What follows belongs to an exercise in optimizing a design on an open flow for small area, a short achievable clock period and few clock cycles per item; a production flow would make more cautious choices.
Function was not checked in any run shown here: the RTL went through the layout flow alone.
Power and IR drop assume default switching activity.

===== design/flow/design.v =====
package irsa_pkg;
    localparam int unsigned MAX_DIM = 4096;
    localparam int unsigned CFG_W   = 13;
    localparam int unsigned IDX_W   = 2;
    localparam int unsigned DIM_W   = 13;
    localparam int unsigned POS_W   = 12;
    localparam int unsigned ROT_W   = 2;
    localparam int unsigned BPP_W   = 5;
    localparam int unsigned PROD_W  = POS_W + DIM_W;
    localparam int unsigned ADDR_W  = 28;
    localparam logic [IDX_W-1:0] REG_SRC_WIDTH       = 2'd0;
    localparam logic [IDX_W-1:0] REG_SRC_HEIGHT      = 2'd1;
    localparam logic [IDX_W-1:0] REG_ROTATION        = 2'd2;
    localparam logic [IDX_W-1:0] REG_BYTES_PER_PIXEL = 2'd3;
    localparam logic [ROT_W-1:0] ROT_INVALID = 2'd0;
    localparam logic [ROT_W-1:0] ROT_90      = 2'd1;
    localparam logic [ROT_W-1:0] ROT_180     = 2'd2;
    localparam logic [ROT_W-1:0] ROT_270     = 2'd3;
    localparam logic [DIM_W-1:0] DIM_MAX = DIM_W'(MAX_DIM);
    localparam logic [DIM_W-1:0] DIM_RST = 13'd1;
    localparam logic [BPP_W-1:0] BPP_MAX = 5'd16;
    localparam logic [BPP_W-1:0] BPP_RST = 5'd4;
    typedef struct packed {
        logic accept;
        logic map_en;
        logic out_load;
    } t_dp_cmd;
endpackage
import irsa_pkg::*;
module image_rotate_scatter_address
#(
    parameter int unsigned PIXEL_BITS = 32
) (
    input  logic                  i_clk,
    input  logic                  i_rst_n,
    input  logic                  i_cfg_wr_en,
    input  logic [IDX_W-1:0]      i_cfg_index,
    input  logic [CFG_W-1:0]      i_cfg_wdata,
    input  logic                  i_in_valid,
    output logic                  o_in_stall,
    input  logic [PIXEL_BITS-1:0] i_pixel_in,
    input  logic                  i_frame_start,
    output logic                  o_out_valid,
    input  logic                  i_out_stall,
    output logic [PIXEL_BITS-1:0] o_pixel_out,
    output logic [POS_W-1:0]      o_dest_col,
    output logic [POS_W-1:0]      o_dest_row,
    output logic [ADDR_W-1:0]     o_byte_address,
    output logic                  o_frame_last,
    output logic                  o_bad_rotation
);
    logic [POS_W-1:0] r_wm1;      
    logic [POS_W-1:0] r_hm1;      
    logic [ROT_W-1:0] r_rot;
    logic [BPP_W-1:0] r_bpp;      
    logic [POS_W-1:0] cfg_dm1;
    logic [BPP_W-1:0] cfg_bpp;
    always_comb begin
        if (i_cfg_wdata == '0) begin
            cfg_dm1 = '0;
        end else if (i_cfg_wdata > CFG_W'(MAX_DIM)) begin
            cfg_dm1 = POS_W'(MAX_DIM - 1);
        end else begin
            cfg_dm1 = POS_W'(i_cfg_wdata - CFG_W'(1));
        end
        if (i_cfg_wdata[BPP_W-1:0] == '0) begin
            cfg_bpp = BPP_W'(1);
        end else if (i_cfg_wdata[BPP_W-1:0] > BPP_MAX) begin
            cfg_bpp = BPP_MAX;
        end else begin
            cfg_bpp = i_cfg_wdata[BPP_W-1:0];
        end
    end
    always_ff @(posedge i_clk) begin
        if (!i_rst_n) begin
            r_wm1 <= '0;
            r_hm1 <= '0;
            r_rot <= ROT_90;
            r_bpp <= BPP_RST;
        end else if (i_cfg_wr_en) begin
            unique case (i_cfg_index)
                REG_SRC_WIDTH:       r_wm1 <= cfg_dm1;
                REG_SRC_HEIGHT:      r_hm1 <= cfg_dm1;
                REG_ROTATION:        r_rot <= i_cfg_wdata[ROT_W-1:0];
                REG_BYTES_PER_PIXEL: r_bpp <= cfg_bpp;
                default: begin
                end
            endcase
        end
    end
    wire rot90  = (r_rot == ROT_90);
    wire rot180 = (r_rot == ROT_180);
    wire rot270 = (r_rot == ROT_270);
    wire bad    = (r_rot == ROT_INVALID);
    localparam int unsigned DB_W = 17;
    logic [POS_W-1:0]      r_pc, r_pr;         
    logic                  r_pcz;              
    logic                  r_org;              
    logic [DB_W-1:0]       r_db;               
    logic [ADDR_W-1:0]     r_k;                
    logic                  r_direct;           
    logic                  r_ov;
    logic                  r_stall;
    logic                  r_sv;
    logic [PIXEL_BITS-1:0] r_spix;
    logic                  r_sfs;
    logic [PIXEL_BITS-1:0] r_pix;
    logic [POS_W-1:0]      r_dr, r_dc;
    logic [ADDR_W-1:0]     r_addr;
    logic                  r_last;
    localparam logic [2:0] E_INIT = 3'd0;    
    localparam logic [2:0] E_Y    = 3'd1;    
    localparam logic [2:0] E_DB   = 3'd2;    
    localparam logic [2:0] E_T    = 3'd3;    
    localparam logic [2:0] E_FIN  = 3'd4;    
    localparam logic [2:0] E_P    = 3'd5;    
    localparam logic [2:0] E_Q    = 3'd6;    
    logic       r_busy;
    logic [2:0] r_est;
    logic [3:0] r_idx;
    logic       r_bit;
    wire                  fs  = r_sv ? r_sfs  : i_frame_start;
    wire [PIXEL_BITS-1:0] pix = r_sv ? r_spix : i_pixel_in;
    wire accept   = i_in_valid && !r_stall;
    wire fs_wait  = fs && !r_org;
    wire can_load = (!r_ov || !i_out_stall) && !fs_wait;
    wire have     = r_sv || accept;
    wire load     = can_load && have;
    wire skid_ld  = accept && !can_load;
    logic [POS_W:0] wd_x, hd_x;
    assign wd_x = {1'b0, r_wm1} - {1'b0, r_pc};
    assign hd_x = {1'b0, r_hm1} - {1'b0, r_pr};
    wire [POS_W-1:0] wd = wd_x[POS_W-1:0];
    wire [POS_W-1:0] hd = hd_x[POS_W-1:0];
    wire oor      = wd_x[POS_W] || hd_x[POS_W];
    wire colend_s = (r_pc == r_wm1);
    wire rowend_s = (r_pr == r_hm1);
    wire [POS_W-1:0] pc1 = r_pc + POS_W'(1);
    wire [POS_W-1:0] pr1 = r_pr + POS_W'(1);
    wire colend_o = (r_wm1 == '0);
    wire rowend_o = (r_hm1 == '0);
    logic [POS_W-1:0] dr_s, dc_s, dr_o, dc_o;
    always_comb begin
        dr_s = '0; dc_s = '0; dr_o = '0; dc_o = '0;
        unique case (r_rot)
            ROT_90:  begin dr_s = r_pc; dc_s = hd;   dr_o = '0;    dc_o = r_hm1; end
            ROT_180: begin dr_s = hd;   dc_s = wd;   dr_o = r_hm1; dc_o = r_wm1; end
            ROT_270: begin dr_s = wd;   dc_s = r_pr; dr_o = r_wm1; dc_o = '0;    end
            default: begin end
        endcase
    end
    wire [POS_W-1:0] npc_s = colend_s ? '0 : pc1;
    wire [POS_W-1:0] npr_s = colend_s ? (rowend_s ? '0 : pr1) : r_pr;
    wire [POS_W-1:0] npc_o = colend_o ? '0 : POS_W'(1);
    wire [POS_W-1:0] npr_o = (colend_o && !rowend_o) ? POS_W'(1) : '0;
    wire             colend = r_org ? colend_o : colend_s;
    wire             rowend = r_org ? rowend_o : rowend_s;
    logic [ADDR_W-1:0] add_a, add_b;
    logic              add_sub;
    wire [ADDR_W-1:0]  add_sum = add_a + (add_sub ? ~add_b : add_b) + ADDR_W'(add_sub);
    wire               rowstart = r_pcz && r_rot[0];    
    always_comb begin
        add_a   = r_addr;
        add_b   = '0;
        add_sub = 1'b0;
        if (r_busy) begin
            unique case (r_est)
                E_Y: begin
                    add_a = {r_addr[ADDR_W-2:0], 1'b0};
                    add_b = r_bit ? ADDR_W'(r_bpp) : '0;
                end
                E_T, E_P: begin
                    add_a = {r_addr[ADDR_W-2:0], 1'b0};
                    add_b = r_bit ? ADDR_W'(r_db) : '0;
                end
                E_Q: begin
                    add_b = ADDR_W'(r_dc);
                end
                E_FIN: begin
                    add_b = rot180 ? ADDR_W'(r_db) : ADDR_W'(r_bpp);
                end
                default: begin   
                    add_b = ADDR_W'(r_bpp);
                end
            endcase
        end else if (r_org) begin
            add_a   = rot90 ? ADDR_W'(r_db) : r_k;
            add_b   = ADDR_W'(r_bpp);
            add_sub = 1'b1;
        end else if (rowstart) begin
            add_b   = r_k;
            add_sub = rot90;
        end else begin
            add_b   = rot180 ? ADDR_W'(r_bpp) : ADDR_W'(r_db);
            add_sub = !rot90;
        end
    end
    wire [POS_W-1:0] ymul = rot180 ? r_wm1 : r_hm1;
    wire [POS_W-1:0] xmul = rot180 ? r_hm1 : r_wm1;
    logic [POS_W-1:0] bmul;
    always_comb begin
        unique case (r_est)
            E_INIT, E_Y: bmul = ymul;
            E_P:         bmul = r_dr;
            default:     bmul = xmul;
        endcase
    end
    wire [3:0] idx_m1 = r_idx - 4'd1;
    logic [3:0] idx_top;
    always_comb begin
        if (bmul[11:9] != '0)     idx_top = 4'd11;
        else if (bmul[8:6] != '0) idx_top = 4'd8;
        else if (bmul[5:3] != '0) idx_top = 4'd5;
        else                      idx_top = 4'd2;
    end
    wire idx_last = (r_idx == '0);
    wire mid      = !oor && !r_org;    
    wire eng_done = (r_est == E_FIN && !mid) || (r_est == E_Q && idx_last);
    always_ff @(posedge i_clk) begin
        if (!i_rst_n) begin
            r_pc     <= '0;
            r_pr     <= '0;
            r_pcz    <= 1'b1;
            r_org    <= 1'b1;
            r_ov     <= 1'b0;
            r_sv     <= 1'b0;
            r_busy   <= 1'b1;
            r_stall  <= 1'b1;
            r_est    <= E_INIT;
            r_direct <= 1'b0;
        end else begin
            r_ov <= load || (r_ov && i_out_stall);
            if (skid_ld) begin
                r_sv <= 1'b1;
            end else if (load) begin
                r_sv <= 1'b0;
            end
            if (load) begin
                r_direct <= 1'b0;
                r_pcz    <= colend;
                r_org    <= colend && rowend;
                if (r_org) begin
                    r_pc <= npc_o;
                    r_pr <= npr_o;
                end else begin
                    r_pc <= npc_s;
                    r_pr <= npr_s;
                end
            end else if (have && fs_wait) begin
                r_org    <= 1'b1;
            end
            if (i_cfg_wr_en) begin
                r_busy <= 1'b1;
                r_est  <= E_INIT;
            end else if (r_busy) begin
                unique case (r_est)
                    E_INIT: r_est <= E_Y;
                    E_Y:    if (idx_last) r_est <= E_DB;
                    E_DB:   r_est <= E_T;
                    E_T:    if (idx_last) r_est <= E_FIN;
                    E_FIN: begin
                        if (oor) r_org <= 1'b1;
                        r_est <= E_P;
                    end
                    E_P:    if (idx_last) r_est <= E_Q;
                    default: begin end
                endcase
                if (eng_done) begin
                    r_busy   <= 1'b0;
                    r_direct <= (r_est == E_Q);
                end
            end
            r_stall <= (i_cfg_wr_en || (r_busy && !eng_done)) || skid_ld || (r_sv && !load);
        end
    end
    always_ff @(posedge i_clk) begin
        if (r_busy) begin
            r_idx <= idx_m1;
            r_bit <= bmul[idx_m1];
            unique case (r_est)
                E_INIT: begin
                    r_idx  <= idx_top;
                    r_bit  <= bmul[idx_top];
                    r_addr <= '0;
                end
                E_Y: begin
                    r_addr <= add_sum;
                end
                E_DB: begin
                    r_db   <= bad ? '0 : add_sum[DB_W-1:0];
                    r_idx  <= idx_top;
                    r_bit  <= bmul[idx_top];
                    r_addr <= '0;
                end
                E_T: begin
                    r_addr <= add_sum;
                end
                E_FIN: begin
                    r_k    <= add_sum;
                    r_dr   <= dr_s;
                    r_dc   <= dc_s;
                    r_idx  <= 4'(POS_W - 1);
                    r_bit  <= dr_s[POS_W-1];
                    r_addr <= '0;
                end
                E_P: begin
                    r_addr <= add_sum;
                    if (idx_last) r_idx <= 4'(r_bpp - BPP_W'(1));
                end
                default: begin   
                    r_addr <= add_sum;
                end
            endcase
        end else if (load) begin
            if (r_org || !r_direct) begin
                r_addr <= add_sum;
            end
            if (r_org) begin
                r_dr   <= dr_o;
                r_dc   <= dc_o;
            end else begin
                r_dr   <= dr_s;
                r_dc   <= dc_s;
            end
        end
    end
    always_ff @(posedge i_clk) begin
        if (skid_ld) begin
            r_spix <= i_pixel_in;
            r_sfs  <= i_frame_start;
        end
        if (load) begin
            r_pix  <= pix;
            r_last <= colend && rowend;
        end
    end
    assign o_in_stall     = r_stall;
    assign o_out_valid    = r_ov;
    assign o_pixel_out    = r_pix;
    assign o_dest_col     = r_dc;
    assign o_dest_row     = r_dr;
    assign o_byte_address = r_addr;
    assign o_frame_last   = r_last;
    assign o_bad_rotation = bad;
endmodule

===== design/flow/run.sh =====
#!/bin/bash
# synth_recipe.tcl (not shown) runs the flow's synth.tcl, then flattens the netlist and writes it again
# the make line also repeats each setting of config.mk as NAME=value (left out here)
make -C /OpenROAD-flow-scripts/flow DESIGN_CONFIG=/design/flow/config.mk WORK_HOME=/design/flow/orfs CLKGATE_MAP_FILE= SYNTH_SCRIPT=/design/flow/synth_recipe.tcl finish

===== design/flow/config.mk =====
export PLATFORM = sky130hd
export DESIGN_NAME = image_rotate_scatter_address
export DESIGN_NICKNAME = image_rotate_scatter_address
export VERILOG_FILES = /design/flow/design.v
export SDC_FILE = /design/flow/constraint.sdc
export NUM_CORES = 4
export LEC_CHECK = 0
export CAP_MARGIN = 20
export CORE_MARGIN = 2
export CORE_UTILIZATION = 40
export SLEW_MARGIN = 20

===== design/flow/constraint.sdc =====
create_clock -name core_clock -period 10.0 [get_ports {i_clk}]
set_input_delay 2.0000 -clock core_clock [delete_from_list [all_inputs] [get_ports {i_clk}]]
set_output_delay 2.0000 -clock core_clock [all_outputs]
set_load 0.01 [all_outputs]

==> qor.txt, run 1 <==
H-tree levels - 1
Inserted Clock Buffers - 27
startpoint class of the critical path - register
die height - 193.6 microns
most common cell after layout, fill and taps aside - edfxtp_1
GRT Overall Usage - 0.2226
initial antenna violation count - 0
P_leak - 6.656 nW
Final Max Slew Viols - 0
worst hold stages - 2
Resized cells post-CTS - 0
Clk pin slew, worst setup/hold paths - 0.06 ns
crit-path max FO - 18
Placement Setup Slack - 4.575 ns
WL per Instance - 20.71 microns
part of the Yosys area used for sequential elements - 0.4412
most frequent cells in the layout - edfxtp_1, nand2_1, nor2_1, clkdlybuf4s50_1, a21oi_1
number of synthesized register bits - 233
R2R Setup Slk - 4.47 ns
Worst R2R End - r_addr[26]
Final Hold Viols - 0
max_slew headroom - 0.2196
path depth of the worst reg2reg path - 16
Area Overhead vs Synth - 18.82%
power share of the clock group - 0.386
Cell Chain, Critical Path - or3b_2 > o21ai_0 > nor2b_1 > a222oi_1 > xnor2_1 > ha_1 > a21oi_1 > o21bai_1 > o2bb2ai_1 > o22a_1 > a211o_1 > o2bb2ai_1 > nor4_1 > o31ai_1 > xnor2_1 > nor2b_1
# DRC - 0
Post-DP HPWL - 30410 microns
dpl cell area - 16220 sq um
Overflow after GRT - 0
Final TNS setup - 0 ns
# fillers - 3326
syn_nets - 1589
CP delay by family, top - compound AO/OA/AOI/OAI gates
Initial Util - 0.4054
CP max stage cell - nor2b_1
Comb power frac - 0.171
port bufs - 140
first-pass GRT wire length - 66640 microns
Vias/cell - 5.805
sw frac - 0.2789
cell-internal power - 1.823 mW
Hold Worst Slack - 0.4813 ns
crit path DAT - 5.83 ns
sequential cell fraction of total power - 0.443
count of cell types in the netlist - 78
final setup fails - 0
outcome - no timing/DRC/antenna violations
die area - 37500 sq um
FMAX - 180.7 MHz
cells after synthesis - 1471
I/O Pins - 141
CTS tree - done
clock latency (worst-skew pair) - 0.58 ns
Final Cycle Share - 0.5534
pwr dens - 147.9 nW/um^2
Avg Inst Size Synth - 9.779 sq um
WP buf/inv - 0
ant diodes - 0
endpoint class of the critical path - register
final worst slack - 4.466 ns
cell count after placement - 2014
die width - 193.6 microns
Final nets - 1700
worst clock skew - 0.02439 ns
CTS root buf - clkbuf_16
routability-driven placement congestion ratio - 0.9791
multi-input logic area - 7445 sq um
Routed WL - 42750 microns
synthesized area - 14390 sq um
Layout Cell Area excl Fill - 17090 sq um
Min-Delay Path Class - register to register
initial DRC count - 1313
EDFF count, synth - 168
postcts setup bufs - 0
maxcap violations - 0
FP Rows - 69
Power Total - 2.529 mW
FF/Latch Area - 6347 sq um
switching pwr - 705.3 uW
Synth async-reset ratio - 0
worst r2r src - r_est[2]
post-route minimum period - 5.534 ns
core box area - 35480 sq um
clock buffer depth - 3
Post-Layout Cell Count - 2064
final core occ - 0.4817
critical path class - register to register
vias post-DR - 11980
end of the worst hold path - r_direct
drt pass-1 iters - 10
Hold Path Origin - r_direct
Max VDD drop - 114.1 uV
largest net degree at the start of global routing - 58
YS warnings - 1
Worst EP required - 10.30 ns
Post-CTS Hold Fix Bufs - 0
Sink Count - 233
Primary FF master, synth - edfxtp_1
vias in the first global route - 11560
fraction of layout cells with a size suffix above 1 - 0.08359
Routed Antenna Nets - 0
unrepaired setup endpoints after global routing - no
worst-margin pin slew - 1.162 ns
Max stage delay on crit path - 0.74 ns
==> metal layers <==
layer | GRT usage | vias up | share of wire
li1 | - | 5699 | -
met1 | 0.3175 | 5751 | 0.45
met2 | 0.3505 | 458 | 0.45
met3 | 0.03235 | 74 | 0.077
met4 | 0.06757 | 0 | 0.028
met5 | 0 | - | 0
==> final cells by class <==
class / count / share of cell area
Tap cell: 461 / 0.03375
Sequential cell: 233 / 0.3714
Clock inverter: 17 / 0.009589
Clock buffer: 33 / 0.04143
Inverter: 82 / 0.01801
Timing Repair Buffer: 159 / 0.09033
Multi-Input combinational cell: 1079 / 0.4355
==> Yosys cell counts, drive strengths merged, types with 7 or more instances <==
library cell	n	area share
a222oi	38	0.026
nor4	13	0.0067
nor2	143	0.037
edfxtp	168	0.35
mux2	33	0.026
nand2b	12	0.0052
o22ai	27	0.012
o21bai	7	0.0037
o221a	15	0.012
a31oi	16	0.0074
xnor2	75	0.046
mux2i	33	0.023
nor2b	30	0.013
xor2	23	0.014
nor3	23	0.0080
dfxtp	65	0.090
o21a	7	0.0037
clkbuf	61	0.016
a21boi	7	0.0037
and2	16	0.0070
o21ai	42	0.015
a21oi	87	0.030
a211oi	8	0.0042
a21o	24	0.013
buf	16	0.0053
ha	62	0.054
inv	80	0.021
a221o	8	0.0056
o211a	21	0.015
nand3b	7	0.0037
nand3	28	0.0097
and3	9	0.0039
nand4	12	0.0052
nand2	146	0.038
a22oi	33	0.018
==> logic make-up after synthesis <==
family                   count (synthesis)  share of synthesized area
AO/OA/AOI/OAI                          380                     0.1925
flip-flops                             233                     0.4412
AND/OR/NAND/NOR                        465                     0.1520
adder cells (fa/ha/maj)                 68                    0.06019
buffers and inverters                  159                    0.04262
multiplexers                            68                    0.05193
XOR/XNOR                                98                    0.05967
==> flip-flops by register name (all words and copies together), names as in the netlist, 2 cells and up <==
signal	cells
r_spix	32
r_idx	4
r_pc	12
r_bpp	5
r_wm1	12
r_db	17
r_hm1	12
r_k	28
r_addr	28
r_pr	12
r_pix	32
r_est	3
r_dr	12
r_dc	12
r_rot	2
==> worst max-delay path by stage <==
stage | startpoint | endpoint | cells after the start | slack, ns
floorplan | i_frame_start | r_sfs | 4 | 4.81
global placement | r_est[2] | r_addr[26] | 16 | 4.67
detailed placement | r_est[2] | r_addr[26] | 16 | 4.58
CTS | r_est[2] | r_addr[26] | 16 | 4.54
global route | r_est[2] | r_addr[26] | 16 | 4.11
finish | r_est[2] | r_addr[26] | 16 | 4.47
==> power by group through the flow <==
stage | Sequential (mW) | Combinational [mW] | Clock (mW)
after global routing | 1.12 | 0.475 | 1.04
after detailed placement | 1.14 | 0.427 | 0
after floorplan | 1.12 | 0.297 | 0
after global placement | 1.14 | 0.420 | 0
after CTS | 1.12 | 0.430 | 1.00
final | 1.12 | 0.434 | 0.976
==> worst min-delay path, delay by kind of cell, from the launching register on <==
kind | cells | cell delay [ns]
DFF | 1 | 0.31
muxes | 1 | 0.06
and+or+nand+nor | 1 | 0.06
==> run 2, diff against run 1 <==
--- a/design/flow/config.mk
+++ b/design/flow/config.mk
@@ -7,5 +7,7 @@
 export LEC_CHECK = 0
 export CAP_MARGIN = 20
 export CORE_MARGIN = 2
-export CORE_UTILIZATION = 40
+export CORE_UTILIZATION = 60
+export SETUP_SLACK_MARGIN = 5
 export SLEW_MARGIN = 20
+export TNS_END_PERCENT = 100
==> qor.txt, run 2 <==
outcome - no timing/DRC/antenna violations (unchanged)
crit-path max FO - 57 (was 18)
CTS tree - done (unchanged)
YS warnings - 1 (unchanged)
core box area - 23470 sq um (was 35480 sq um)
Worst R2R End - r_addr[25] (was r_addr[26])
worst-margin pin slew - 1.038 ns (was 1.162 ns)
Clk pin slew, worst setup/hold paths - 0.06 ns (about the same)
final core occ - 0.7241 (was 0.4817)
Initial Util - 0.6128 (was 0.4054)
clock buffer depth - 3 (unchanged)
fraction of layout cells with a size suffix above 1 - 0.09426 (was 0.08359)
first-pass GRT wire length - 64250 microns (was 66640 microns)
Worst EP required - 10.28 ns (was 10.30 ns)
pwr dens - 147.3 nW/um^2 (was 147.9 nW/um^2)
worst clock skew - 0.01044 ns (was 0.02439 ns)
Primary FF master, synth - edfxtp_1 (unchanged)
FMAX - 213.1 MHz (was 180.7 MHz)
# DRC - 0 (unchanged)
Layout Cell Area excl Fill - 17000 sq um (was 17090 sq um)
count of cell types in the netlist - 78 (unchanged)
Routed WL - 40290 microns (was 42750 microns)
clock latency (worst-skew pair) - 0.54 ns (was 0.58 ns)
most frequent cells in the layout - edfxtp_1, nand2_1, clkdlybuf4s50_1, nor2_1, a21oi_1 (was edfxtp_1, nand2_1, nor2_1, clkdlybuf4s50_1, a21oi_1)
die width - 158.8 microns (was 193.6 microns)
synthesized area - 14390 sq um (unchanged)
Sink Count - 233 (unchanged)
worst r2r src - r_rot[1] (was r_est[2])
endpoint class of the critical path - register (unchanged)
Inserted Clock Buffers - 26 (was 27)
path depth of the worst reg2reg path - 19 (was 16)
initial antenna violation count - 0 (unchanged)
Final nets - 1700 (unchanged)
Overflow after GRT - 0 (unchanged)
number of synthesized register bits - 233 (unchanged)
EDFF count, synth - 168 (unchanged)
Final Hold Viols - 0 (unchanged)
area fraction of the dominant cell type after synthesis - 0.3507 (unchanged)
ant diodes - 0 (unchanged)
initial DRC count - 1523 (was 1313)
Final TNS setup - 0 ns (unchanged)
Worst setup endpoint - r_addr[25] (was r_addr[26])
Regs by FF count - r_pix (32), r_spix (32) (unchanged)
crit path DAT - 4.97 ns (was 5.83 ns)
Synth async-reset ratio - 0 (unchanged)
Final Cycle Share - 0.4693 (was 0.5534)
drt pass-1 iters - 8 (was 10)
FP Rows - 56 (was 69)
largest net degree at the start of global routing - 58 (unchanged)
die height - 158.8 microns (was 193.6 microns)
die area - 25230 sq um (was 37500 sq um)
postcts setup bufs - 0 (unchanged)
GRT Overall Usage - 0.3157 (was 0.2226)
Hold Worst Slack - 0.4770 ns (was 0.4813 ns)
Min-Delay Path Class - register to register (unchanged)
most common cell after layout, fill and taps aside - edfxtp_1 (unchanged)
Final Max Slew Viols - 0 (unchanged)
vias in the first global route - 11680 (was 11560)
H-tree levels - 1 (unchanged)
R2R Setup Slk - 5.31 ns (was 4.47 ns)
Worst Setup SP - r_rot[1] (was r_est[2])
max_slew headroom - 0.3077 (was 0.2196)
critical path class - register to register (unchanged)
final setup fails - 0 (unchanged)
unrepaired setup endpoints after global routing - no (unchanged)
Area Overhead vs Synth - 18.16% (was 18.82%)
P_leak - 6.684 nW (was 6.656 nW)
biggest area consumer among synthesized cells - edfxtp_1 (unchanged)
routability-driven placement congestion ratio - 0.9526 (was 0.9791)
Avg Inst Size Synth - 9.779 sq um (unchanged)
maxcap violations - 0 (unchanged)
syn_nets - 1589 (unchanged)
cells after synthesis - 1471 (unchanged)
most numerous cell in the Yosys netlist - edfxtp_1 (unchanged)
synth cell count leaders - edfxtp_1, nand2_1, nor2_1, a21oi_1, inv_1 (unchanged)
post-route minimum period - 4.693 ns (was 5.534 ns)
vias post-DR - 12330 (was 11980)
Vias/cell - 6.419 (was 5.805)
Post-DP HPWL - 28030 microns (was 30410 microns)
Max VDD drop - 143.7 uV (was 114.1 uV)
CTS root buf - clkbuf_16 (unchanged)
WL per Instance - 20.97 microns (was 20.71 microns)
dpl cell area - 16060 sq um (was 16220 sq um)
part of the Yosys area used for sequential elements - 0.4412 (unchanged)
Routed Antenna Nets - 0 (unchanged)
top cells by area, synth - edfxtp_1, dfxtp_1, ha_1 (unchanged)
I/O Pins - 141 (unchanged)
port bufs - 140 (unchanged)
startpoint class of the critical path - register (unchanged)
[run 2: timing repair]
action	4_1_cts	5_1_grt
endpoints found under the setup margin	19	27
resized for setup	6	19
endpoints found under the hold margin	0	0
hold buffers	0	0
[run 2: worst min-delay path by stage]
stage / slack [ns] / startpoint / depth (start not counted) / end
after detailed placement: 0.47 / r_direct / 2 / r_direct
after global routing: 0.50 / r_direct / 2 / r_direct
final: 0.48 / r_direct / 2 / r_direct
after floorplan: 0.45 / r_direct / 2 / r_direct
after global placement: 0.46 / r_direct / 2 / r_direct
after CTS: 0.48 / r_direct / 2 / r_direct
[run 2: routing by layer]
layer  up-vias  track usage  wire length (microns)
met5         -            0                      0
met4         0      0.09508                   1053
met3        85      0.06270                   4194
met2       670       0.4853                  17740
met1      5875       0.4529                  17310
li1       5700            -                      -
[run 2: report_power, final]
part           switching (mW)  internal [mW]  leakage (nW)
registers              0.0399           1.08          2.16
clock network           0.394          0.557         0.434
logic                   0.248          0.186          4.09
total                   0.682           1.82          6.68
[run 2: final cells by class]
type                    instances  area, sq um
inverters                      82        315.3
multi-input cells            1079         7511
clock buffers                  36        759.5
repair buffers                160         1562
flip-flops and latches        233         6351
clock inverters                12        100.1
well taps                     319        399.1
fillers                      1779         6475
[run 2: through the flow]
stage | std cells | power, mW | setup slack, ns
2_1_floorplan | 1471 | 1.421 | 5.103
3_3_place_gp | 1873 | 1.550 | 4.791
3_5_place_dp | 1873 | 1.557 | 4.693
4_1_cts | 1921 | 2.502 | 5.010
5_1_grt | 1921 | 2.594 | 4.980
6_report | 1921 | 2.504 | 5.308
[run 2: cell families (layout without fill, tap and decap cells)]
family,count (synthesis),in the layout,synth area share
AO/OA/AOI/OAI,380,380,0.1925
XOR/XNOR,98,98,0.05967
adder cells (fa/ha/maj),68,68,0.06019
buffers and inverters,159,290,0.04262
flip-flops,233,233,0.4412
multiplexers,68,68,0.05193
AND/OR/NAND/NOR,465,465,0.1520
[run 2: worst max-delay path, stage by stage (launching register included)]
cell      delay, ns
dfxtp_1        0.41
inv_1          0.09
ha_2           0.18
clkbuf_8       0.28
xnor2_1        0.32
nor2_1         0.11
nor2_4         0.24
buf_4          0.27
xnor2_1        0.11
ha_1           0.41
a21o_1         0.19
a21o_1         0.17
a21o_1         0.19
a21oi_1        0.19
nand2b_1       0.13
a31oi_1        0.21
a21bo_2        0.30
a41o_1         0.26
xor2_1         0.15
nor2b_1        0.14
==> run 3, diff against run 2 <==
--- a/design/flow/design.v
+++ b/design/flow/design.v
@@ -53,6 +53,7 @@
     logic [POS_W-1:0] r_hm1;      
     logic [ROT_W-1:0] r_rot;
     logic [BPP_W-1:0] r_bpp;      
+    logic             r_bad;      
     logic [POS_W-1:0] cfg_dm1;
     logic [BPP_W-1:0] cfg_bpp;
     always_comb begin
@@ -77,11 +78,15 @@
             r_hm1 <= '0;
             r_rot <= ROT_90;
             r_bpp <= BPP_RST;
+            r_bad <= 1'b0;
         end else if (i_cfg_wr_en) begin
             unique case (i_cfg_index)
                 REG_SRC_WIDTH:       r_wm1 <= cfg_dm1;
                 REG_SRC_HEIGHT:      r_hm1 <= cfg_dm1;
-                REG_ROTATION:        r_rot <= i_cfg_wdata[ROT_W-1:0];
+                REG_ROTATION: begin
+                    r_rot <= i_cfg_wdata[ROT_W-1:0];
+                    r_bad <= (i_cfg_wdata[ROT_W-1:0] == ROT_INVALID);
+                end
                 REG_BYTES_PER_PIXEL: r_bpp <= cfg_bpp;
                 default: begin
                 end
@@ -119,6 +124,7 @@
     logic [2:0] r_est;
     logic [3:0] r_idx;
     logic       r_bit;
+    logic       r_a_dbl, r_a_c, r_b_b, r_b_db, r_b_k, r_b_dc, r_sub;
     wire                  fs  = r_sv ? r_sfs  : i_frame_start;
     wire [PIXEL_BITS-1:0] pix = r_sv ? r_spix : i_pixel_in;
     wire accept   = i_in_valid && !r_stall;
@@ -155,46 +161,6 @@
     wire [POS_W-1:0] npr_o = (colend_o && !rowend_o) ? POS_W'(1) : '0;
     wire             colend = r_org ? colend_o : colend_s;
     wire             rowend = r_org ? rowend_o : rowend_s;
-    logic [ADDR_W-1:0] add_a, add_b;
-    logic              add_sub;
-    wire [ADDR_W-1:0]  add_sum = add_a + (add_sub ? ~add_b : add_b) + ADDR_W'(add_sub);
-    wire               rowstart = r_pcz && r_rot[0];    
-    always_comb begin
-        add_a   = r_addr;
-        add_b   = '0;
-        add_sub = 1'b0;
-        if (r_busy) begin
-            unique case (r_est)
-                E_Y: begin
-                    add_a = {r_addr[ADDR_W-2:0], 1'b0};
-                    add_b = r_bit ? ADDR_W'(r_bpp) : '0;
-                end
-                E_T, E_P: begin
-                    add_a = {r_addr[ADDR_W-2:0], 1'b0};
-                    add_b = r_bit ? ADDR_W'(r_db) : '0;
-                end
-                E_Q: begin
-                    add_b = ADDR_W'(r_dc);
-                end
-                E_FIN: begin
-                    add_b = rot180 ? ADDR_W'(r_db) : ADDR_W'(r_bpp);
-                end
-                default: begin   
-                    add_b = ADDR_W'(r_bpp);
-                end
-            endcase
-        end else if (r_org) begin
-            add_a   = rot90 ? ADDR_W'(r_db) : r_k;
-            add_b   = ADDR_W'(r_bpp);
-            add_sub = 1'b1;
-        end else if (rowstart) begin
-            add_b   = r_k;
-            add_sub = rot90;
-        end else begin
-            add_b   = rot180 ? ADDR_W'(r_bpp) : ADDR_W'(r_db);
-            add_sub = !rot90;
-        end
-    end
     wire [POS_W-1:0] ymul = rot180 ? r_wm1 : r_hm1;
     wire [POS_W-1:0] xmul = rot180 ? r_hm1 : r_wm1;
     logic [POS_W-1:0] bmul;
@@ -215,7 +181,121 @@
     end
     wire idx_last = (r_idx == '0);
     wire mid      = !oor && !r_org;    
-    wire eng_done = (r_est == E_FIN && !mid) || (r_est == E_Q && idx_last);
+    logic       n_busy, n_org, n_pcz, n_direct, n_bit;
+    logic [2:0] n_est;
+    logic [3:0] n_idx;
+    always_comb begin
+        n_busy   = r_busy;
+        n_est    = r_est;
+        n_idx    = idx_m1;
+        n_bit    = bmul[idx_m1];
+        n_org    = r_org;
+        n_pcz    = r_pcz;
+        n_direct = r_direct;
+        if (load) begin
+            n_direct = 1'b0;
+            n_pcz    = colend;
+            n_org    = colend && rowend;
+        end else if (have && fs_wait) begin
+            n_org    = 1'b1;
+        end
+        if (i_cfg_wr_en) begin
+            n_busy = 1'b1;
+            n_est  = E_INIT;
+        end else if (r_busy) begin
+            unique case (r_est)
+                E_INIT: begin
+                    n_est = E_Y;
+                    n_idx = idx_top;
+                    n_bit = bmul[idx_top];
+                end
+                E_Y: begin
+                    if (idx_last) n_est = E_DB;
+                end
+                E_DB: begin
+                    n_est = E_T;
+                    n_idx = idx_top;
+                    n_bit = bmul[idx_top];
+                end
+                E_T: begin
+                    if (idx_last) n_est = E_FIN;
+                end
+                E_FIN: begin
+                    if (oor) n_org = 1'b1;
+                    n_idx = 4'(POS_W - 1);
+                    n_bit = dr_s[POS_W-1];
+                    if (mid) begin
+                        n_est = E_P;
+                    end else begin
+                        n_busy = 1'b0;
+                    end
+                end
+                E_P: begin
+                    if (idx_last) begin
+                        n_est = E_Q;
+                        n_idx = 4'(r_bpp - BPP_W'(1));
+                    end
+                end
+                default: begin   
+                    if (idx_last) begin
+                        n_busy   = 1'b0;
+                        n_direct = 1'b1;
+                    end
+                end
+            endcase
+        end
+    end
+    logic n_a_dbl, n_a_c, n_b_b, n_b_db, n_b_k, n_b_dc, n_sub;
+    always_comb begin
+        n_a_dbl = 1'b0;
+        n_a_c   = 1'b0;
+        n_b_b   = 1'b0;
+        n_b_db  = 1'b0;
+        n_b_k   = 1'b0;
+        n_b_dc  = 1'b0;
+        n_sub   = 1'b0;
+        if (n_busy) begin
+            unique case (n_est)
+                E_Y: begin
+                    n_a_dbl = 1'b1;
+                    n_b_b   = n_bit;
+                end
+                E_T, E_P: begin
+                    n_a_dbl = 1'b1;
+                    n_b_db  = n_bit;
+                end
+                E_DB: begin
+                    n_b_b   = 1'b1;
+                end
+                E_FIN: begin
+                    n_b_db  = rot180;
+                    n_b_b   = !rot180;
+                end
+                E_Q: begin
+                    n_b_dc  = 1'b1;
+                end
+                default: begin end
+            endcase
+        end else if (n_org) begin
+            n_a_c   = 1'b1;
+            n_b_b   = 1'b1;
+            n_sub   = 1'b1;
+        end else if (n_pcz && r_rot[0]) begin
+            n_b_k   = 1'b1;
+            n_sub   = rot90;
+        end else begin
+            n_b_b   = rot180;
+            n_b_db  = !rot180;
+            n_sub   = !rot90;
+        end
+    end
+    wire [ADDR_W-1:0] c_val   = rot90 ? ADDR_W'(r_db) : r_k;
+    wire [ADDR_W-1:0] add_a   = r_a_dbl ? {r_addr[ADDR_W-2:0], 1'b0} : (r_a_c ? c_val : r_addr);
+    wire [ADDR_W-1:0] add_b   = ({ADDR_W{r_b_b}}  & ADDR_W'(r_bpp))
+                              | ({ADDR_W{r_b_db}} & ADDR_W'(r_db))
+                              | ({ADDR_W{r_b_k}}  & r_k)
+                              | ({ADDR_W{r_b_dc}} & ADDR_W'(r_dc));
+    wire [ADDR_W-1:0] add_sum = add_a + (r_sub ? ~add_b : add_b) + ADDR_W'(r_sub);
     always_ff @(posedge i_clk) begin
         if (!i_rst_n) begin
             r_pc     <= '0;
@@ -229,16 +309,15 @@
             r_est    <= E_INIT;
             r_direct <= 1'b0;
         end else begin
-            r_ov <= load || (r_ov && i_out_stall);
-            if (skid_ld) begin
-                r_sv <= 1'b1;
-            end else if (load) begin
-                r_sv <= 1'b0;
-            end
+            r_ov     <= load || (r_ov && i_out_stall);
+            r_sv     <= skid_ld || (r_sv && !load);
+            r_stall  <= n_busy || skid_ld || (r_sv && !load);
+            r_busy   <= n_busy;
+            r_est    <= n_est;
+            r_org    <= n_org;
+            r_pcz    <= n_pcz;
+            r_direct <= n_direct;
             if (load) begin
-                r_direct <= 1'b0;
-                r_pcz    <= colend;
-                r_org    <= colend && rowend;
                 if (r_org) begin
                     r_pc <= npc_o;
                     r_pr <= npr_o;
@@ -246,67 +325,34 @@
                     r_pc <= npc_s;
                     r_pr <= npr_s;
                 end
-            end else if (have && fs_wait) begin
-                r_org    <= 1'b1;
             end
-            if (i_cfg_wr_en) begin
-                r_busy <= 1'b1;
-                r_est  <= E_INIT;
-            end else if (r_busy) begin
-                unique case (r_est)
-                    E_INIT: r_est <= E_Y;
-                    E_Y:    if (idx_last) r_est <= E_DB;
-                    E_DB:   r_est <= E_T;
-                    E_T:    if (idx_last) r_est <= E_FIN;
-                    E_FIN: begin
-                        if (oor) r_org <= 1'b1;
-                        r_est <= E_P;
-                    end
-                    E_P:    if (idx_last) r_est <= E_Q;
-                    default: begin end
-                endcase
-                if (eng_done) begin
-                    r_busy   <= 1'b0;
-                    r_direct <= (r_est == E_Q);
-                end
-            end
-            r_stall <= (i_cfg_wr_en || (r_busy && !eng_done)) || skid_ld || (r_sv && !load);
         end
     end
     always_ff @(posedge i_clk) begin
+        r_idx   <= n_idx;
+        r_bit   <= n_bit;
+        r_a_dbl <= n_a_dbl;
+        r_a_c   <= n_a_c;
+        r_b_b   <= n_b_b;
+        r_b_db  <= n_b_db;
+        r_b_k   <= n_b_k;
+        r_b_dc  <= n_b_dc;
+        r_sub   <= n_sub;
         if (r_busy) begin
-            r_idx <= idx_m1;
-            r_bit <= bmul[idx_m1];
             unique case (r_est)
                 E_INIT: begin
-                    r_idx  <= idx_top;
-                    r_bit  <= bmul[idx_top];
                     r_addr <= '0;
                 end
-                E_Y: begin
-                    r_addr <= add_sum;
-                end
                 E_DB: begin
                     r_db   <= bad ? '0 : add_sum[DB_W-1:0];
-                    r_idx  <= idx_top;
-                    r_bit  <= bmul[idx_top];
                     r_addr <= '0;
                 end
-                E_T: begin
-                    r_addr <= add_sum;
-                end
                 E_FIN: begin
                     r_k    <= add_sum;
                     r_dr   <= dr_s;
                     r_dc   <= dc_s;
-                    r_idx  <= 4'(POS_W - 1);
-                    r_bit  <= dr_s[POS_W-1];
                     r_addr <= '0;
                 end
-                E_P: begin
-                    r_addr <= add_sum;
-                    if (idx_last) r_idx <= 4'(r_bpp - BPP_W'(1));
-                end
                 default: begin   
                     r_addr <= add_sum;
                 end
@@ -341,5 +387,5 @@
     assign o_dest_row     = r_dr;
     assign o_byte_address = r_addr;
     assign o_frame_last   = r_last;
-    assign o_bad_rotation = bad;
+    assign o_bad_rotation = r_bad;
 endmodule
==> qor.txt, run 3 <==
area fraction of the dominant cell type after synthesis - 0.3390 (was 0.3507)
ant diodes - 0 (unchanged)
CTS tree - done (unchanged)
most numerous cell in the Yosys netlist - edfxtp_1 (unchanged)
Max VDD drop - 141.2 uV (was 143.7 uV)
met2 WL - 17050 microns (was 17740 microns)
EDFF count, synth - 163 (was 168)
routability-driven placement congestion ratio - 0.9318 (was 0.9526)
maxcap violations - 0 (unchanged)
critical path class - primary input to register (was register to register)
Overflow after GRT - 0 (unchanged)
startpoint class of the critical path - primary input (was register)
port bufs - 140 (unchanged)
most common cell after layout, fill and taps aside - edfxtp_1 (unchanged)
crit-path max FO - 41 (was 57)
initial DRC count - 1521 (was 1523)
Cell Chain, Critical Path - clkdlybuf4s50_1 > nor2b_1 > nor2_1 > or2_2 > clkinv_1 > buf_4 > a21oi_1 > a211oi_1 > o2111ai_1 > o211ai_1 (was inv_1 > ha_2 > clkbuf_8 > xnor2_1 > nor2_1 > nor2_4 > buf_4 > xnor2_1 > ha_1 > a21o_1 > a21o_1 > a21o_1 > a21oi_1 > nand2b_1 > a31oi_1 > a21bo_2 > a41o_1 > xor2_1 > nor2b_1)
Regs by FF count - r_pix (32), r_spix (32) (unchanged)
Final TNS setup - 0 ns (unchanged)
vias post-DR - 12040 (was 12330)
Post-DP HPWL - 27540 microns (was 28030 microns)
outcome - no timing/DRC/antenna violations (unchanged)
worst clock skew - 0.01037 ns (was 0.01044 ns)
clock latency (worst-skew pair) - 0.54 ns (about the same)
power share of the clock group - 0.414 (was 0.380)
FP Rows - 56 (unchanged)
syn_nets - 1566 (was 1589)
GRT Overall Usage - 0.3061 (was 0.3157)
Vias/cell - 6.346 (was 6.419)
Sink Count - 240 (was 233)
Area Overhead vs Synth - 17.42% (was 18.16%)
FF/Latch Area - 6436 sq um (was 6351 sq um)
Min-Delay Path Class - register to register (unchanged)
clock buffer depth - 3 (unchanged)
die width - 159.1 microns (was 158.8 microns)
DR top layer - met4 (unchanged)
# fillers - 1755 (was 1779)
drt pass-1 iters - 11 (was 8)
met3 routed WL - 4095 microns (was 4194 microns)
synthesized area - 14440 sq um (was 14390 sq um)
worst-margin pin slew - 0.9924 ns (was 1.038 ns)
H-tree levels - 1 (unchanged)
count of cell types in the netlist - 92 (was 78)
P_leak - 6.508 nW (was 6.684 nW)
Layout Cell Area excl Fill - 16950 sq um (was 17000 sq um)
first-pass GRT wire length - 62530 microns (was 64250 microns)
multi-input logic area - 7395 sq um (was 7511 sq um)
core box area - 23540 sq um (was 23470 sq um)
post-route minimum period - 4.630 ns (was 4.693 ns)
synth cell count leaders - edfxtp_1, nand2_1, nor2_1, o21ai_0, xnor2_1 (was edfxtp_1, nand2_1, nor2_1, a21oi_1, inv_1)
FMAX - 216.0 MHz (was 213.1 MHz)
Synth async-reset ratio - 0 (unchanged)
Post-CTS Hold Fix Bufs - 0 (unchanged)
cell-internal power - 1.793 mW (was 1.822 mW)
biggest area consumer among synthesized cells - edfxtp_1 (unchanged)
Clk pin slew, worst setup/hold paths - 0.06 ns (about the same)
cells after synthesis - 1450 (was 1471)
final core occ - 0.7201 (was 0.7241)
M1 WL - 17870 microns (was 17310 microns)
Final Hold Viols - 0 (unchanged)
vias in the first global route - 11230 (was 11680)
crit path DAT - 5.09 ns (was 4.97 ns)
Primary FF master, synth - edfxtp_1 (unchanged)
most frequent cells in the layout - edfxtp_1, clkdlybuf4s50_1, nand2_1, o21ai_0, nor2_1 (was edfxtp_1, nand2_1, clkdlybuf4s50_1, nor2_1, a21oi_1)
top cells by area, synth - edfxtp_1, dfxtp_1, ha_1 (unchanged)
Final Max Slew Viols - 0 (unchanged)
Final nets - 1675 (was 1700)
endpoint class of the critical path - register (unchanged)
final setup fails - 0 (unchanged)
Power Total - 2.417 mW (was 2.504 mW)
initial antenna violation count - 0 (unchanged)
Avg Inst Size Synth - 9.957 sq um (was 9.779 sq um)
Inserted Clock Buffers - 26 (unchanged)
max_slew headroom - 0.3384 (was 0.3077)
Routed WL - 40050 microns (was 40290 microns)
largest net degree at the start of global routing - 72 (was 58)
Comb power frac - 0.128 (was 0.174)
Worst EP required - 10.46 ns (was 10.28 ns)
dpl cell area - 16010 sq um (was 16060 sq um)
part of the Yosys area used for sequential elements - 0.4458 (was 0.4412)
Max stage delay on crit path - 0.82 ns (was 0.41 ns)
switching pwr - 624.0 uW (was 682.4 uW)
CTS root buf - clkbuf_16 (unchanged)
Initial Util - 0.6133 (was 0.6128)
Final Cycle Share - 0.4630 (was 0.4693)
die height - 159.1 microns (was 158.8 microns)
sw frac - 0.2582 (was 0.2725)
fraction of layout cells with a size suffix above 1 - 0.08106 (was 0.09426)
I/O Pins - 141 (unchanged)
YS warnings - 1 (unchanged)
pwr dens - 142.6 nW/um^2 (was 147.3 nW/um^2)
# DRC - 0 (unchanged)
number of synthesized register bits - 240 (was 233)
unrepaired setup endpoints after global routing - no (unchanged)
WL per Instance - 21.10 microns (was 20.97 microns)
sequential cell fraction of total power - 0.458 (was 0.446)
Routed Antenna Nets - 0 (unchanged)
die area - 25320 sq um (was 25230 sq um)
CP max stage cell - a211oi_1 (was dfxtp_1)
-- run 3: logic make-up (layout without fill, tap and decap cells) --
logic type	Yosys count	count (layout)	share of synthesized area
AND/OR/NAND/NOR	423	423	0.1442
AO/OA/AOI/OAI	405	405	0.1959
flip-flops	240	240	0.4458
buffers and inverters	150	279	0.04454
XOR/XNOR	102	102	0.06188
adder cells (fa/ha/maj)	65	65	0.05754
multiplexers	65	65	0.05009
-- run 3: critical path, delay by kind of cell --
family | cells | cell delay [ns]
AOI/OAI and AO/OA | 4 | 1.36
buffers and inverters | 3 | 1.00
and+or+nand+nor | 3 | 0.72
-- run 3: power groups by stage --
stage | Sequential [mW] | Clock, mW | Combinational (mW)
global placement | 1.13 | 0 | 0.291
floorplan | 1.11 | 0 | 0.217
finish | 1.11 | 1.00 | 0.308
CTS | 1.10 | 1.01 | 0.298
global route | 1.11 | 1.05 | 0.332
detailed placement | 1.13 | 0 | 0.295
-- run 3: repair_timing --
item                       4_1_cts  5_1_grt
setup buffers                    0        1
setup endpoints to repair        0       27
gates resized for setup          0        2
-- run 3: path summary, 6_finish.rpt --
path | startpoint | endpoint | slack, ns | cells after the start
setup reg to reg | r_rot[0] | r_addr[27] | 5.46 | 16
setup / recovery | i_in_valid | r_b_db | 5.37 | 10
hold reg to reg | r_direct | r_direct | 0.49 | 2
hold / removal | r_direct | r_direct | 0.49 | 2
-- run 3: area by class of cell --
class                           count  share of cell area
Multi-Input combinational cell   1060              0.4362
Sequential cell                   240              0.3797
Timing Repair Buffer              158             0.09108
Clock buffer                       31             0.04443
Tap cell                          319             0.02354
Inverter                           73             0.01616
Clock inverter                     17            0.008931
-- run 3: metrics by stage --
stage	worst slack, ns	std cells	hold WS (ns)
CTS	5.080	1897	0.4869
floorplan	5.716	1450	0.4435
detailed placement	4.910	1849	0.4783
global placement	4.883	1849	0.4537
finish	5.370	1898	0.4884
global route	5.127	1898	0.5099
-- run 3: routing by layer --
layer  global-route usage  up-vias
li1                     -     5632
met1               0.4594     5699
met2               0.4652      630
met3              0.04871       83
met4              0.07769        0
met5                    0        -
==> run 4, diff against run 3 <==
==> design/flow/flow/run.sh (new file) <==
#!/bin/bash
set -euo pipefail
bash standard.sh SETUP_SLACK_MARGIN=7 finish > flow_make.log 2>&1
==> design/flow/standard.sh (new file) <==
#!/bin/bash
# synth_recipe.tcl (not shown) runs the flow's synth.tcl, then flattens the netlist and writes it again
# the make line also repeats each setting of config.mk as NAME=value (left out here)
make -C /OpenROAD-flow-scripts/flow DESIGN_CONFIG=/design/flow/config.mk WORK_HOME=/design/flow/orfs CLKGATE_MAP_FILE= SYNTH_SCRIPT=/design/flow/synth_recipe.tcl "${@:-finish}"
removed: design/flow/run.sh
==> qor.txt, run 4 <==
Post-Layout Cell Count - 2075 (was 1898)
Avg Inst Size Synth - 9.957 sq um (unchanged)
synth cell count leaders - edfxtp_1, nand2_1, nor2_1, o21ai_0, xnor2_1 (unchanged)
FMAX - 274.9 MHz (was 216.0 MHz)
Vias/cell - 6.600 (was 6.346)
port bufs - 140 (unchanged)
cells after synthesis - 1450 (unchanged)
Min-Delay Path Class - register to register (unchanged)
post-route minimum period - 3.638 ns (was 4.630 ns)
routability-driven placement congestion ratio - 0.9535 (was 0.9318)
I/O Pins - 141 (unchanged)
CTS tree - done (unchanged)
cell-internal power - 1.798 mW (was 1.793 mW)
area fraction of the dominant cell type after synthesis - 0.3390 (unchanged)
Initial Util - 0.6133 (unchanged)
FP Rows - 56 (unchanged)
endpoint class of the critical path - register (unchanged)
worst clock skew - 0.01916 ns (was 0.01037 ns)
Routed Antenna Nets - 0 (unchanged)
Final nets - 1853 (was 1675)
maxcap violations - 0 (unchanged)
final core occ - 0.8242 (was 0.7201)
crit path DAT - 3.90 ns (was 5.09 ns)
Clk pin slew, worst setup/hold paths - 0.06 ns (about the same)
Regs by FF count - r_pix (32), r_spix (32) (unchanged)
most common cell after layout, fill and taps aside - edfxtp_1 (unchanged)
die area - 25320 sq um (unchanged)
top cells by area, synth - edfxtp_1, dfxtp_1, ha_1 (unchanged)
first-pass GRT wire length - 71700 microns (was 62530 microns)
synthesized area - 14440 sq um (unchanged)
switching pwr - 645.1 uW (was 624.0 uW)
Inserted Clock Buffers - 25 (was 26)
Hold Worst Slack - 0.4773 ns (was 0.4884 ns)
Layout Cell Area excl Fill - 19400 sq um (was 16950 sq um)
vias post-DR - 13700 (was 12040)
Final Hold Viols - 0 (unchanged)
die width - 159.1 microns (unchanged)
clock buffer depth - 3 (unchanged)
pwr dens - 125.9 nW/um^2 (was 142.6 nW/um^2)
WL per Instance - 23.98 microns (was 21.10 microns)
Primary FF master, synth - edfxtp_1 (unchanged)
Max VDD drop - 128.1 uV (was 141.2 uV)
crit-path max FO - 5 (was 41)
Post-DP HPWL - 27940 microns (was 27540 microns)
sw frac - 0.2641 (was 0.2582)
clock latency (worst-skew pair) - 0.53 ns (was 0.54 ns)
unrepaired setup endpoints after global routing - yes (was no)
worst r2r src - r_rot[1] (was r_rot[0])
die height - 159.1 microns (unchanged)
most numerous cell in the Yosys netlist - edfxtp_1 (unchanged)
Worst EP required - 10.26 ns (was 10.46 ns)
worst-margin pin slew - 1.153 ns (was 0.9924 ns)
YS warnings - 1 (unchanged)
sequential cell fraction of total power - 0.457 (was 0.458)
Final TNS setup - 0 ns (unchanged)
final setup fails - 0 (unchanged)
outcome - no timing/DRC/antenna violations (unchanged)
biggest area consumer among synthesized cells - edfxtp_1 (unchanged)
R2R Setup Slk - 6.36 ns (was 5.46 ns)
path depth of the worst reg2reg path - 17 (was 16)
largest net degree at the start of global routing - 56 (was 72)
Final Max Slew Viols - 0 (unchanged)
core box area - 23540 sq um (unchanged)
GRT Overall Usage - 0.3533 (was 0.3061)
vias in the first global route - 12930 (was 11230)
most frequent cells in the layout - edfxtp_1, buf_4, nand2_1, buf_2, nor2_1 (was edfxtp_1, clkdlybuf4s50_1, nand2_1, o21ai_0, nor2_1)
critical path class - register to register (was primary input to register)
ant diodes - 0 (unchanged)
Synth async-reset ratio - 0 (unchanged)
Sink Count - 240 (unchanged)
H-tree levels - 1 (unchanged)
Area Overhead vs Synth - 34.41% (was 17.42%)
EDFF count, synth - 163 (unchanged)
part of the Yosys area used for sequential elements - 0.4458 (unchanged)
fraction of layout cells with a size suffix above 1 - 0.3257 (was 0.08106)
initial antenna violation count - 0 (unchanged)
startpoint class of the critical path - register (was primary input)
Comb power frac - 0.147 (was 0.128)
P_leak - 8.042 nW (was 6.508 nW)
Final Cycle Share - 0.3638 (was 0.4630)
Overflow after GRT - 0 (unchanged)
# DRC - 0 (unchanged)
Worst Setup SP - r_rot[1] (was i_in_valid)
count of cell types in the netlist - 92 (unchanged)
dpl cell area - 16200 sq um (was 16010 sq um)
power share of the clock group - 0.396 (was 0.414)
CTS root buf - clkbuf_16 (unchanged)
Worst setup endpoint - r_addr[26] (was r_b_db)
syn_nets - 1566 (unchanged)
Worst R2R End - r_addr[26] (was r_addr[27])
max_slew headroom - 0.2316 (was 0.3384)
initial DRC count - 2069 (was 1521)
number of synthesized register bits - 240 (unchanged)
Post-CTS Hold Fix Bufs - 0 (unchanged)
drt pass-1 iters - 9 (was 11)
Routed WL - 49750 microns (was 40050 microns)
cell count after placement - 1845 (was 1849)
==> run 4: per-layer routing <==
layer	vias up	routed length, microns	part of all wire	track usage
met4	0	2339	0.047	0.1269
met2	959	22770	0.46	0.5634
met3	227	5973	0.12	0.07033
met5	-	0	0	0
li1	5999	-	-	-
met1	6511	18670	0.38	0.4827
==> run 4: stage by stage <==
step                      power, mW  worst slack [ns]
after floorplan               1.327             6.317
after global placement        1.422             5.592
after detailed placement      1.426             5.510
after CTS                     2.400             6.507
after global routing          2.499             6.184
final                         2.443             6.362
==> run 4: worst min path at each step <==
stage,depth (start not counted),slack [ns],from,end
6_report,2,0.48,r_direct,r_direct
5_1_grt,2,0.51,r_direct,r_direct
4_1_cts,2,0.47,r_direct,r_direct
3_5_place_dp,2,0.46,r_direct,r_direct
3_3_place_gp,2,0.46,r_direct,r_direct
2_1_floorplan,2,0.44,r_direct,r_direct
==> run 4: power by group through the flow <==
stage / clock, mW / combinational (mW) / sequential [mW]
after floorplan: 0 / 0.221 / 1.11
after global placement: 0 / 0.291 / 1.13
after detailed placement: 0 / 0.295 / 1.13
after CTS: 0.967 / 0.324 / 1.11
after global routing: 1.00 / 0.381 / 1.11
final: 0.967 / 0.360 / 1.12
==> run 4: kinds of logic after synthesis <==
kind of cell / share of synthesized area
AO/OA/AOI/OAI: 0.1959
multiplexers: 0.05009
adder cells (fa/ha/maj): 0.05754
AND/OR/NAND/NOR: 0.1442
XOR/XNOR: 0.06188
buffers and inverters: 0.04454
flip-flops: 0.4458
==> run 4: what timing repair did <==
| item | in CTS | in global routing |
|---|---|---|
| cloned | 8 | 3 |
| endpoints found under the hold margin | 0 | 0 |
| pin swaps | 70 | 72 |
| resized for setup | 547 | 155 |
| endpoints found under the setup margin | 342 | 270 |
| setup buffers | 130 | 43 |
==> run 4: critical path, cell delays in order, from the launching register on <==
cell and delay (ns):
dfxtp_4 0.35, inv_4 0.07, ha_4 0.19, buf_6 0.14
buf_16 0.12, mux2i_1 0.23, nand2_1 0.10, o21ai_1 0.09
o21ai_1 0.14, ha_4 0.37, o21a_1 0.13, o21ai_1 0.17
o31ai_4 0.35, nand2b_1 0.15, a31o_4 0.27, o21ai_4 0.13
mux2i_1 0.25, a31oi_1 0.11
==> run 4: cell type report <==
class	instances	area, sq um
multi-input combinational	1064	8561
sequential	240	6466
tap	319	399.1
timing repair inverter	2	32.53
clock buffer	33	695.7
timing repair buffer	331	2775
inverter	73	325.3
clock inverter	13	150.1
fill	1346	4138
==> run 5, diff against run 4 <==
--- a/design/flow/design.v
+++ b/design/flow/design.v
@@ -124,7 +124,7 @@
     logic [2:0] r_est;
     logic [3:0] r_idx;
     logic       r_bit;
-    logic       r_a_dbl, r_a_c, r_b_b, r_b_db, r_b_k, r_b_dc, r_sub;
+    logic       r_a_dbl, r_a_addr, r_a_db, r_a_k, r_b_b, r_b_db, r_b_k, r_b_dc, r_sub;
     wire                  fs  = r_sv ? r_sfs  : i_frame_start;
     wire [PIXEL_BITS-1:0] pix = r_sv ? r_spix : i_pixel_in;
     wire accept   = i_in_valid && !r_stall;
@@ -245,10 +245,12 @@
             endcase
         end
     end
-    logic n_a_dbl, n_a_c, n_b_b, n_b_db, n_b_k, n_b_dc, n_sub;
+    logic n_a_dbl, n_a_addr, n_a_db, n_a_k, n_b_b, n_b_db, n_b_k, n_b_dc, n_sub;
     always_comb begin
-        n_a_dbl = 1'b0;
-        n_a_c   = 1'b0;
+        n_a_dbl  = 1'b0;
+        n_a_addr = 1'b1;
+        n_a_db   = 1'b0;
+        n_a_k    = 1'b0;
         n_b_b   = 1'b0;
         n_b_db  = 1'b0;
         n_b_k   = 1'b0;
@@ -257,12 +259,14 @@
         if (n_busy) begin
             unique case (n_est)
                 E_Y: begin
-                    n_a_dbl = 1'b1;
-                    n_b_b   = n_bit;
+                    n_a_dbl  = 1'b1;
+                    n_a_addr = 1'b0;
+                    n_b_b    = n_bit;
                 end
                 E_T, E_P: begin
-                    n_a_dbl = 1'b1;
-                    n_b_db  = n_bit;
+                    n_a_dbl  = 1'b1;
+                    n_a_addr = 1'b0;
+                    n_b_db   = n_bit;
                 end
                 E_DB: begin
                     n_b_b   = 1'b1;
@@ -277,7 +281,9 @@
                 default: begin end
             endcase
         end else if (n_org) begin
-            n_a_c   = 1'b1;
+            n_a_addr = 1'b0;
+            n_a_db   = rot90;
+            n_a_k    = !rot90;
             n_b_b   = 1'b1;
             n_sub   = 1'b1;
         end else if (n_pcz && r_rot[0]) begin
@@ -289,8 +295,10 @@
             n_sub   = !rot90;
         end
     end
-    wire [ADDR_W-1:0] c_val   = rot90 ? ADDR_W'(r_db) : r_k;
-    wire [ADDR_W-1:0] add_a   = r_a_dbl ? {r_addr[ADDR_W-2:0], 1'b0} : (r_a_c ? c_val : r_addr);
+    wire [ADDR_W-1:0] add_a   = ({ADDR_W{r_a_dbl}}  & {r_addr[ADDR_W-2:0], 1'b0})
+                              | ({ADDR_W{r_a_addr}} & r_addr)
+                              | ({ADDR_W{r_a_db}}   & ADDR_W'(r_db))
+                              | ({ADDR_W{r_a_k}}    & r_k);
     wire [ADDR_W-1:0] add_b   = ({ADDR_W{r_b_b}}  & ADDR_W'(r_bpp))
                               | ({ADDR_W{r_b_db}} & ADDR_W'(r_db))
                               | ({ADDR_W{r_b_k}}  & r_k)
@@ -331,8 +339,10 @@
     always_ff @(posedge i_clk) begin
         r_idx   <= n_idx;
         r_bit   <= n_bit;
-        r_a_dbl <= n_a_dbl;
-        r_a_c   <= n_a_c;
+        r_a_dbl  <= n_a_dbl;
+        r_a_addr <= n_a_addr;
+        r_a_db   <= n_a_db;
+        r_a_k    <= n_a_k;
         r_b_b   <= n_b_b;
         r_b_db  <= n_b_db;
         r_b_k   <= n_b_k;
==> design/flow/flow/run.sh (replaced) <==
#!/bin/bash
set -euo pipefail
bash standard.sh SETUP_SLACK_MARGIN=7 'BUFFER_PORTS_ARGS=-buffer_cell sky130_fd_sc_hd__buf_2' finish > flow_make.log 2>&1
==> qor.txt, run 5 <==
Routed WL - 45500 microns (was 49750 microns)
endpoint class of the critical path - register (unchanged)
startpoint class of the critical path - register (unchanged)
worst-margin pin slew - 0.9784 ns (was 1.153 ns)
worst hold stages - 2 (unchanged)
Overflow after GRT - 0 (unchanged)
outcome - no timing/DRC/antenna violations (unchanged)
path depth of the worst reg2reg path - 15 (was 17)
crit path DAT - 3.96 ns (was 3.90 ns)
WL per Instance - 22.70 microns (was 23.98 microns)
unrepaired setup endpoints after global routing - yes (unchanged)
Clk pin slew, worst setup/hold paths - 0.06 ns (about the same)
clock buffer depth - 3 (unchanged)
count of cell types in the netlist - 87 (was 92)
Worst R2R End - r_addr[16] (was r_addr[26])
routability-driven placement congestion ratio - 0.9698 (was 0.9535)
Hold Path Origin - r_direct (unchanged)
Area Overhead vs Synth - 29.02% (was 34.41%)
worst clock skew - 0.007373 ns (was 0.01916 ns)
Synth async-reset ratio - 0 (unchanged)
vias in the first global route - 11950 (was 12930)
FMAX - 269.4 MHz (was 274.9 MHz)
Sink Count - 242 (was 240)
part of the Yosys area used for sequential elements - 0.4531 (was 0.4458)
GRT Overall Usage - 0.3449 (was 0.3533)
Final TNS setup - 0 ns (unchanged)
# DRC - 0 (unchanged)
die width - 158.3 microns (was 159.1 microns)
Post-DP HPWL - 28290 microns (was 27940 microns)
fraction of layout cells with a size suffix above 1 - 0.3282 (was 0.3257)
port bufs - 140 (unchanged)
ant diodes - 0 (unchanged)
top cells by area, synth - edfxtp_1, dfxtp_1, ha_1 (unchanged)
initial DRC count - 1568 (was 2069)
YS warnings - 1 (unchanged)
final core occ - 0.7880 (was 0.8242)
synth cell count leaders - edfxtp_1, nor2_1, inv_1, nand2_1, dfxtp_1 (was edfxtp_1, nand2_1, nor2_1, o21ai_0, xnor2_1)
first-pass GRT wire length - 66540 microns (was 71700 microns)
die height - 158.3 microns (was 159.1 microns)
Regs by FF count - r_pix (32), r_spix (32) (unchanged)
CTS tree - done (unchanged)
syn_nets - 1558 (was 1566)
Post-CTS Hold Fix Bufs - 0 (unchanged)
Final Max Slew Viols - 0 (unchanged)
FP Rows - 56 (unchanged)
cell count after placement - 1837 (was 1845)
Final nets - 1782 (was 1853)
CTS root buf - clkbuf_16 (unchanged)
number of synthesized register bits - 242 (was 240)
die area - 25070 sq um (was 25320 sq um)
Post-Layout Cell Count - 2004 (was 2075)
maxcap violations - 0 (unchanged)
largest net degree at the start of global routing - 65 (was 56)
Worst EP required - 10.25 ns (was 10.26 ns)
I/O Pins - 141 (unchanged)
Max VDD drop - 137.8 uV (was 128.1 uV)
Final Cycle Share - 0.3712 (was 0.3638)
area fraction of the dominant cell type after synthesis - 0.3425 (was 0.3390)
vias post-DR - 13020 (was 13700)
core box area - 23400 sq um (was 23540 sq um)
Placement Setup Slack - 5.828 ns (was 5.510 ns)
Inserted Clock Buffers - 26 (was 25)
critical path class - register to register (unchanged)
Primary FF master, synth - edfxtp_1 (unchanged)
drt pass-1 iters - 11 (was 9)
pwr dens - 134.6 nW/um^2 (was 125.9 nW/um^2)
Routed Antenna Nets - 0 (unchanged)
R2R Setup Slk - 6.29 ns (was 6.36 ns)
most common cell after layout, fill and taps aside - edfxtp_1 (unchanged)
crit-path max FO - 6 (was 5)
Min-Delay Path Class - register to register (unchanged)
EDFF count, synth - 163 (unchanged)
Initial Util - 0.6107 (was 0.6133)
P_leak - 7.335 nW (was 8.042 nW)
worst r2r src - r_b_k (was r_rot[1])
Final Hold Viols - 0 (unchanged)
synthesized area - 14290 sq um (was 14440 sq um)
biggest area consumer among synthesized cells - edfxtp_1 (unchanged)
Vias/cell - 6.498 (was 6.600)
final worst slack - 6.288 ns (was 6.362 ns)
max_slew headroom - 0.3477 (was 0.2316)
cells after synthesis - 1441 (was 1450)
post-route minimum period - 3.712 ns (was 3.638 ns)
clock latency (worst-skew pair) - 0.54 ns (was 0.53 ns)
end of the worst hold path - r_direct (unchanged)
H-tree levels - 1 (unchanged)
Avg Inst Size Synth - 9.918 sq um (was 9.957 sq um)
most frequent cells in the layout - edfxtp_1, nor2_1, buf_2, buf_4, inv_1 (was edfxtp_1, buf_4, nand2_1, buf_2, nor2_1)
final setup fails - 0 (unchanged)
initial antenna violation count - 0 (unchanged)
most numerous cell in the Yosys netlist - edfxtp_1 (unchanged)
-- run 5: cell type report --
type / instances / area [sq um]
Timing Repair inverter: 3 / 33.78
Sequential cell: 242 / 6518
Clock buffer: 30 / 711.9
Timing Repair Buffer: 264 / 1916
Multi-Input combinational cell: 1036 / 8277
Tap cell: 319 / 399.1
Inverter: 92 / 377.9
Clock inverter: 18 / 207.7
Fill cell: 1594 / 4962
-- run 5: cells by family after synthesis --
family | count (synthesis) | share of synthesized area
compound gates | 405 | 0.2082
xor+xnor | 98 | 0.06005
fa+ha+maj | 66 | 0.05900
buf+inv | 171 | 0.04657
flops | 242 | 0.4531
mux | 47 | 0.03686
simple gates | 412 | 0.1362
-- run 5: how the worst max path moves through the flow --
stage / start / to / slack [ns]
global placement: i_frame_start / r_pc[11] / 5.91
CTS: r_b_k / r_addr[26] / 6.36
detailed placement: i_frame_start / r_b_db / 5.83
finish: r_b_k / r_addr[16] / 6.29
floorplan: i_cfg_wdata[6] / r_hm1[7] / 6.17
global route: r_b_b / r_addr[16] / 6.13
-- run 5: worst max-delay path, cell delays in order, from the launching register on --
cell and delay (ns):
dfxtp_4 0.35, buf_12 0.13, a22o_1 0.21, a221oi_2 0.25, xnor2_2 0.14, fa_2 0.39, a211o_1 0.31, a2111oi_4 0.34
o32a_4 0.26, buf_6 0.10, buf_6 0.11, o21ba_4 0.18, o21bai_1 0.10, a21oi_1 0.17, xor2_1 0.30, nor2_1 0.09
-- run 5: per-stage QoR --
step | power (mW) | instance area [sq um] | hold slack (ns)
after global routing | 2.556 | 18440 | 0.5012
after floorplan | 1.334 | 14690 | 0.4320
after CTS | 2.457 | 17680 | 0.4561
final | 2.482 | 18440 | 0.4669
after global placement | 1.420 | 15520 | 0.4541
after detailed placement | 1.426 | 15530 | 0.4490
-- run 5: what timing repair did --
action,CTS,global route
pin swaps,65,45
buffers inserted,72,34
setup endpoints to repair,328,315
resized for setup,132,94
gates cloned,11,2
-- run 5: report_power, final --
| group | switching, mW | internal (mW) |
|---|---|---|
| combinational | 0.203 | 0.136 |
| clock | 0.412 | 0.616 |
| sequential | 0.0340 | 1.08 |
-- run 5: layer usage --
layer / global-route usage / routed length (microns) / vias up
li1: - / - / 5898
met4: 0.1180 / 1866 / 0
met5: 0 / 0 / -
met3: 0.06179 / 5042 / 148
met2: 0.5433 / 20290 / 757
met1: 0.4828 / 18300 / 6218

-- separate check: timing with driven ports --
In the flow no input, the clock included, has a driving cell. The finished layouts below were timed again as built, in two steps.
Step 1 assumes that a clkbuf_16 drives the clock port and a buf_2 every other input.
Step 2 adds t to the input delays and takes it off the output delays; t is the mean of the earliest and latest rising clock arrival at the registers after step 1. Input paths then give back, and output paths get back, about the clock's delay inside the block.
Three values: ideal, step 1, step 2; two values: the first two.
| run | t (ns) | slack for setup (ns) | worst hold slack (ns) | worst data-port slew with drivers (ns) | pins driven straight from the clock port |
|---|---|---|---|---|---|
| run 1 | 0.617 | 4.466 / 4.466 / 4.466 | 0.481 / 0.481 / 0.481 | 0.07 | 1 |
| run 2 | 0.587 | 5.307 / 5.307 / 4.963 | 0.477 / 0.477 / 0.477 | 0.06 | 1 |
| run 3 | 0.581 | 5.370 / 5.382 / 4.802 | 0.488 / 0.488 / 0.488 | 0.05 | 1 |
| run 4 | 0.571 | 6.362 / 6.362 / 6.270 | 0.477 / 0.477 / 0.477 | 0.08 | 1 |
| run 5 | 0.583 | 6.288 / 6.288 / 6.024 | 0.467 / 0.467 / 0.467 | 0.06 | 1 |
After both steps setup and hold are still met in every run listed. For run 3, which loses most, drivers alone change the setup slack by +0.012 ns; drivers and shift together by -0.568 ns.
